This is an optimization exercise on Yosys and OpenROAD, whose aim is small area and a short achievable clock period, not a production implementation.
At most, simulation tests tie the RTL to the original design; equivalence was not proved.

02-22:
==> flow/design.v (excerpt) <==
module vad_speech_segmenter #(
  parameter int unsigned COUNT_WIDTH = COUNT_WIDTH_DEF,
  parameter int unsigned PROB_WIDTH  = PROB_WIDTH_DEF,
  localparam int unsigned CfgWidth   = (COUNT_WIDTH > PROB_WIDTH) ? COUNT_WIDTH : PROB_WIDTH
) (
  input  logic                     clk_i,
  input  logic                     rst_ni,
  input  logic                     cfg_we_i,
  input  logic [CFG_IDX_WIDTH-1:0] cfg_idx_i,
  input  logic [CfgWidth-1:0]      cfg_data_i,
  input  logic                     in_valid_i,
  output logic                     in_stall_o,
  input  logic                     kind_i,
  input  logic [PROB_WIDTH-1:0]    speech_prob_i,
  input  logic [COUNT_WIDTH-1:0]   stream_length_i,
  output logic                     out_valid_o,
  input  logic                     out_stall_i,
  output logic [COUNT_WIDTH-1:0]   seg_start_o,
  output logic [COUNT_WIDTH-1:0]   seg_end_o,
  output logic [1:0]               end_reason_o
);
Size: about 410 flip-flops, about 160 I/O pins, roughly 0.025 mm2 of cells after synthesis.
export LEC_CHECK = 0
export CAP_MARGIN = 20
export CORE_MARGIN = 2
export CORE_UTILIZATION = 55
export CTS_BUF_LIST = sky130_fd_sc_hd__clkbuf_8
export CTS_CLUSTER_DIAMETER = 50
export CTS_CLUSTER_SIZE = 16
export SETUP_SLACK_MARGIN = 5
export SLEW_MARGIN = 20
create_clock -name core_clock -period 9.5 [get_ports {clk_i}]
standard.sh (not shown) runs the stock make flow with config.mk's settings and CLKGATE_MAP_FILE= SYNTH_SCRIPT=/design/flow/synth_recipe.tcl, a recipe that flattens the netlist after the stock synthesis.
==> flow/flow/run.sh <==
#!/bin/bash
# Layout: the standard flow (standard.sh) with one change: buffer_ports, which puts a
# buffer on every input and output port, uses sky130_fd_sc_hd__buf_1 cells instead of the
# cell it picks by itself (the delay buffer clkdlybuf4s50_1). make's full output goes to
# orfs_make.log here; each tool's own log is under orfs/logs/.
set -euo pipefail
bash standard.sh "BUFFER_PORTS_ARGS=-buffer_cell sky130_fd_sc_hd__buf_1" finish > orfs_make.log 2>&1
Inputs modified between 02-22 and 10-26:
--- a/flow/design.v
+++ b/flow/design.v
@@ -164,31 +164,62 @@
         resume_q <= wr_resume ? count_q : open_q;
       if (wr_sil) begin
         sil_q         <= next_q;
         sil_lt_open_q <= b_open;
       end
       if (wr_pend)
         pend_q <= kind_i ? stream_len_i : ((win && split_hit) ? next_q : sil_s);
     end
   end
   assign res_start_o = resume_q;
   assign res_end_o   = pend_q;
   assign count_d = !step_i ? count_q : (kind_i ? '0 : next_q);
-  logic [WIN_WIDTH:0]               next_lo;
-  logic [COUNT_WIDTH-WIN_WIDTH-1:0] count_hi_inc;
-  logic [COUNT_WIDTH-1:0]           next_d;
-  assign next_lo      = {1'b0, count_d[WIN_WIDTH-1:0]} + {1'b0, window_d_i};
+  localparam int unsigned HI = COUNT_WIDTH - WIN_WIDTH;
+  localparam int unsigned NG = WIN_WIDTH / 4;
+  logic [WIN_WIDTH-1:0]   add_p, add_g, add_c;
+  logic [NG-1:0]          grp_p, grp_g;
+  logic [NG:0]            grp_c;
+  logic [HI-1:0]          count_hi_inc;
+  logic [COUNT_WIDTH-1:0] next_d;
+  assign add_p = count_d[WIN_WIDTH-1:0] ^ window_d_i;
+  assign add_g = count_d[WIN_WIDTH-1:0] & window_d_i;
+  always_comb begin
+    grp_c[0] = 1'b0;
+    for (int j = 0; j < NG; j++) begin
+      grp_p[j] = &add_p[4*j +: 4];
+      grp_g[j] = add_g[4*j+3] | (add_p[4*j+3] & add_g[4*j+2])
+               | (add_p[4*j+3] & add_p[4*j+2] & add_g[4*j+1])
+               | (add_p[4*j+3] & add_p[4*j+2] & add_p[4*j+1] & add_g[4*j]);
+    end
+    for (int j = 0; j < NG; j++) begin
+      grp_c[j+1] = grp_g[j];
+      for (int k = j - 1; k >= -1; k--) begin
+        logic t;
+        t = (k >= 0) ? grp_g[k] : 1'b0;
+        for (int m = k + 1; m <= j; m++) t = t & grp_p[m];
+        if (k >= 0) grp_c[j+1] = grp_c[j+1] | t;
+      end
+    end
+    for (int j = 0; j < NG; j++) begin
+      add_c[4*j]   = grp_c[j];
+      add_c[4*j+1] = add_g[4*j]   | (add_p[4*j]   & grp_c[j]);
+      add_c[4*j+2] = add_g[4*j+1] | (add_p[4*j+1] & add_g[4*j]) | (add_p[4*j+1] & add_p[4*j] & grp_c[j]);
+      add_c[4*j+3] = add_g[4*j+2] | (add_p[4*j+2] & add_g[4*j+1])
+                   | (add_p[4*j+2] & add_p[4*j+1] & add_g[4*j])
+                   | (add_p[4*j+2] & add_p[4*j+1] & add_p[4*j] & grp_c[j]);
+    end
+  end
   assign count_hi_inc = count_d[COUNT_WIDTH-1:WIN_WIDTH] + 1'b1;
-  assign next_d       = {next_lo[WIN_WIDTH] ? count_hi_inc : count_d[COUNT_WIDTH-1:WIN_WIDTH],
-                         next_lo[WIN_WIDTH-1:0]};
+  assign next_d       = {grp_c[NG] ? count_hi_inc : count_d[COUNT_WIDTH-1:WIN_WIDTH],
+                         add_p ^ add_c};
   always_ff @(posedge clk_i or negedge rst_ni) begin
     if (!rst_ni) begin
       count_q <= '0;
       next_nq <= ~(COUNT_WIDTH'(WIN_RESET));
     end else begin
       count_q <= count_d;
       next_nq <= ~next_d;
     end
   end
   always_ff @(posedge clk_i or negedge rst_ni) begin
     if (!rst_ni) begin
       in_speech_q   <= 1'b0;
### Flow results
Looking at first-pass GRT wire length, 10-26 sits 2.2% below 02-22.
Sort 02-22 and 10-26 by detailed-route via count asc -> top: 10-26
Between 02-22 and 10-26, the difference in finished layout cell area is negligible.
Compared to 02-22, 10-26 was floorplanned on a smaller die.
10-26 ends up with lower routed wire length than 02-22 does.
Going from 02-22 to 10-26, met3 wire length -20%; detail-routed net length per standard cell fell 0.70 um.
As of 10-26, synthesized netlist cell count had risen slightly compared to 02-22.
Between 10-26 and 02-22, it is 10-26 whose final worst hold slack is lower, by 0.026 ns.
The RTL of 10-26 was laid out without a check of its function.

## afterwards: timing with drivers on the ports
The results above use ideal ports. As a check the final layouts listed here were re-extracted and re-timed, cells and wires unchanged. Step 1, drivers: a clkbuf_16 drives clk_i and a buf_2 each remaining input, both assumed. Step 2 moves the port delays by t, midway between the first and last clock arrival at a register: inputs arrive t later, outputs are due t later. That takes back most of the time a late clock gives input paths. Slacks: ideal / step 1 / step 2; pairs: ideal / step 1.
run | t (ns) | slack for setup (ns) | cell pins on the clock port's net
02-22 | 0.716 | 4.996 / 4.994 / 4.278 | 1
10-26 | 0.701 | 4.495 / 4.493 / 3.792 | 1
After both steps every run listed still meets setup and hold. The setup slack of 02-22, which loses most, moves by -0.002 ns with the drivers and by -0.718 ns with both steps.
